This design comes from an exercise in tuning for a short achievable clock period, few clock cycles and low power on the open sky130 flow, not from production work. In this exercise RTL edits were held to simulation tests only and were not proved equivalent to the original. No activity file was given, so power comes from the tool's default toggle rates.

Setup of wip/ember:
==> flow/design.v (excerpt) <==
module mac_vector_engine (
  input logic clk,
  input logic reset_n,
  input logic start,
  input logic clear,
  input logic [9:0] vec_len,
  input logic signed [47:0] bias,
  input logic in_valid,
  input logic [35:0] in_a,
  input logic [35:0] in_b,
  input logic out_ready,
  output logic busy,
  output logic in_ready,
  output logic out_valid,
  output logic signed [17:0] out_data,
  output logic signed [47:0] out_acc,
  output logic acc_overflow
);
clock: 7.0 ns
lec_check: 0
abc_clock_period_in_ps: 2900
cap_margin: 20
core_margin: 2
core_utilization: 55
cts_buf_list: sky130_fd_sc_hd__clkbuf_16
cts_cluster_diameter: 120
cts_cluster_size: 25
place_density: 0.7
setup_slack_margin: 4.2
slew_margin: 20
run.sh (not shown) runs the stock make flow with config.mk's settings and CLKGATE_MAP_FILE= SYNTH_SCRIPT=/design/flow/synth_recipe.tcl, a recipe that flattens the netlist after the stock synthesis.
Testbench counts of wip/ember, summed over its fixed seeds: cycles 12,338.
## Diff of input files: wip/harbor against wip/ember
==> flow/config.mk <==
export PLATFORM = sky130hd
export DESIGN_NAME = mac_vector_engine
export DESIGN_NICKNAME = mac_vector_engine
export VERILOG_FILES = /design/flow/design.v
export SDC_FILE = /design/flow/constraint.sdc
export NUM_CORES = 4
export LEC_CHECK = 0
export ABC_CLOCK_PERIOD_IN_PS = 2900
export CAP_MARGIN = 20
export CORE_MARGIN = 2
export CORE_UTILIZATION = 60
export CTS_BUF_LIST = sky130_fd_sc_hd__clkbuf_16
export CTS_CLUSTER_DIAMETER = 120
export CTS_CLUSTER_SIZE = 25
export SETUP_SLACK_MARGIN = 4.1
export SLEW_MARGIN = 20
### Flow results
- Final standard cell utilization of the core (higher): wip/harbor
- wip/harbor vs. wip/ember: instance count of the mapped netlist now sits at about the same level, fraction of the cycle the final worst path needs picked up an extra 0.59 points.
- wip/ember → wip/harbor: total met2 wirelength after detailed routing moved down; number of buffers outside the clock class in the layout shrank by about 20%; count of multi-input combinational gates was more or less identical; cell count now smaller; worst vdd rail ir drop rose 13%.
- Going from wip/ember to wip/harbor, combinational power shrinks by about 3%.
- Sort wip/ember and wip/harbor by largest fanout on the critical path desc -> top: wip/ember
Setup changes, wip/harbor to wip/umber
==> flow/config.mk <==
export PLATFORM = sky130hd
export DESIGN_NAME = mac_vector_engine
export DESIGN_NICKNAME = mac_vector_engine
export VERILOG_FILES = /design/flow/design.v
export SDC_FILE = /design/flow/constraint.sdc
export NUM_CORES = 4
export LEC_CHECK = 0
export ABC_AREA = 1
export ABC_CLOCK_PERIOD_IN_PS = 2900
export CAP_MARGIN = 20
export CORE_MARGIN = 2
export CORE_UTILIZATION = 55
export CTS_BUF_LIST = sky130_fd_sc_hd__clkbuf_16
export CTS_CLUSTER_DIAMETER = 120
export CTS_CLUSTER_SIZE = 25
export SETUP_SLACK_MARGIN = 4.2
export SLEW_MARGIN = 20
[summary]
- The overall routing resource usage reported for wip/umber is greater than that of wip/harbor by 1.4 points.
- For the area after synthesis, wip/umber came in about 0.9% lower than wip/harbor did.
- wip/umber vs wip/harbor, worst-path cell with the longest stage delay: fa_2 vs edfxtp_1
- Summary of wip/umber over wip/harbor: worst-skew pair later-pin latency up 20 ps, hold slack flat.
- wip/umber — non-clock buffer area fraction after layout 2.9 points higher, wip/harbor as reference
- wip/umber gives more measured slew at the worst slew-check pin than wip/harbor did.
Input-level comparison between wip/onyx and wip/umber:
-- flow/config.mk --
<<< wip/umber, line 6
export NUM_CORES = 4
export LEC_CHECK = 0
export ABC_AREA = 1
export ABC_CLOCK_PERIOD_IN_PS = 2900
export CAP_MARGIN = 20
export CORE_MARGIN = 2
export CORE_UTILIZATION = 55
export CTS_BUF_LIST = sky130_fd_sc_hd__clkbuf_16
export CTS_CLUSTER_DIAMETER = 120
>>> wip/onyx, line 6
export NUM_CORES = 4
export LEC_CHECK = 0
export ABC_CLOCK_PERIOD_IN_PS = 2900
export CAP_MARGIN = 20
export CORE_MARGIN = 2
export CORE_UTILIZATION = 60
export CTS_BUF_LIST = sky130_fd_sc_hd__clkbuf_16
export CTS_CLUSTER_DIAMETER = 120
--- outcome ---
- | fraction of synthesized cell area in xor and xnor cells | lower: wip/umber |
- First-pass GRT wire length: wip/onyx and wip/umber compared, higher one is wip/umber
- Non-clock buffer area fraction after layout was lower in the run labelled wip/onyx.
- Diff wip/onyx and wip/umber: switching power summed over all nets lower in wip/onyx
- Global-route usage ends up lower on wip/onyx.
- wip/umber reports its launching instance or port of the critical path as two_q[0]$_DFF_P_ while wip/onyx reports two_q[1]$_DFF_P_.
- Between wip/umber and wip/onyx, the flow reports global placer's final weighted congestion decreasing by a few percent.
Changes in wip/indigo relative to wip/onyx:
-- flow/config.mk --
<<< wip/onyx, line 9
export CAP_MARGIN = 20
export CORE_MARGIN = 2
export CORE_UTILIZATION = 60
export CTS_BUF_LIST = sky130_fd_sc_hd__clkbuf_16
export CTS_CLUSTER_DIAMETER = 120
>>> wip/indigo, line 9
export CAP_MARGIN = 20
export CORE_MARGIN = 2
export CORE_UTILIZATION = 55
export CTS_BUF_LIST = sky130_fd_sc_hd__clkbuf_16
export CTS_CLUSTER_DIAMETER = 120
--- outcome ---
Final setup violation count: wip/indigo vs wip/onyx identical. Summary — combinational share of power, wip/indigo relative to wip/onyx: higher, by 0.2 points. Cmp wip/indigo and wip/onyx / required time of the critical path / higher: wip/onyx. Diff wip/onyx -> wip/indigo: time the final worst path needs with I/O delays and setup saw a decrease, period utilization saw little to no change. Worst hold slack on wip/indigo is behind wip/onyx. Of the two values seen for highest metal layer with signal wires, met4 was produced by wip/onyx and met5 by wip/indigo. Maximum fanout along the worst path ends up lower on wip/indigo. Growth of design area from synthesis to finish sits higher in wip/indigo than in wip/onyx.
Setup changes, wip/indigo to wip/willow
-- flow/config.mk --
<<< wip/indigo, line 12
export CTS_BUF_LIST = sky130_fd_sc_hd__clkbuf_16
export CTS_CLUSTER_DIAMETER = 120
export CTS_CLUSTER_SIZE = 25
export SETUP_SLACK_MARGIN = 4.2
export SLEW_MARGIN = 20
>>> wip/willow, line 12
export CTS_BUF_LIST = sky130_fd_sc_hd__clkbuf_16
export CTS_CLUSTER_DIAMETER = 120
export CTS_CLUSTER_SIZE = 30
export SETUP_SLACK_MARGIN = 4.2
export SLEW_MARGIN = 20
==> comparison <==
wip/willow finished every step from synthesis to the final layout, and the layout passed the timing, DRC and antenna checks.
For switching portion of total power, wip/indigo and wip/willow come out practically identical.
Between wip/willow and wip/indigo, it is wip/willow whose total routed wirelength is lower, by about 0.8%.
wip/willow -> wip/indigo: average cell area after synthesis delta 0, exact match
Between wip/willow and wip/indigo, the number of fillers in the final layout does not differ in any meaningful way.
Of wip/willow and wip/indigo, it is wip/willow that has the higher non-clock buffer count.
Cell count: wip/indigo vs wip/willow — no meaningful difference
Looking at shortest period the worst path allows across both flows, wip/willow is the weaker of the two, with wip/indigo ahead.
Fraction of area in registers: wip/indigo vs wip/willow, no meaningful difference

separate check: timing with driven ports:
No port has a modelled driver above. Below, the same layouts with a new extraction and two added sets of constraints. Step 1 sets driving cells, clkbuf_16 on the clock port and buf_2 on the other inputs (assumed; they add their load-dependent delay and slew). Step 2 times the ports against the registers' clock, not the clock port: input delays grow and output delays shrink by t, the midpoint of the rising clock arrivals with the driver on. Three values: ideal, step 1, step 2; two values: the first two.
run | t (ns) | setup slack, ns | hold WS [ns]
wip/ember | 0.655 | 4.113 / 4.092 / 3.627 | 0.324 / 0.324 / 0.324
wip/harbor | 0.631 | 4.072 / 4.072 / 3.537 | 0.320 / 0.320 / 0.320
wip/umber | 0.657 | 4.150 / 4.111 / 3.611 | 0.318 / 0.318 / 0.318
wip/onyx | 0.657 | 4.146 / 4.100 / 3.589 | 0.329 / 0.329 / 0.329
wip/indigo | 0.651 | 4.151 / 4.091 / 3.584 | 0.323 / 0.323 / 0.323
wip/willow | 0.640 | 4.144 / 4.084 / 3.610 | 0.326 / 0.326 / 0.326
After both steps every run listed still meets setup and hold. The setup slack of wip/indigo, which loses most, moves by -0.060 ns with the drivers and by -0.567 ns with both steps.
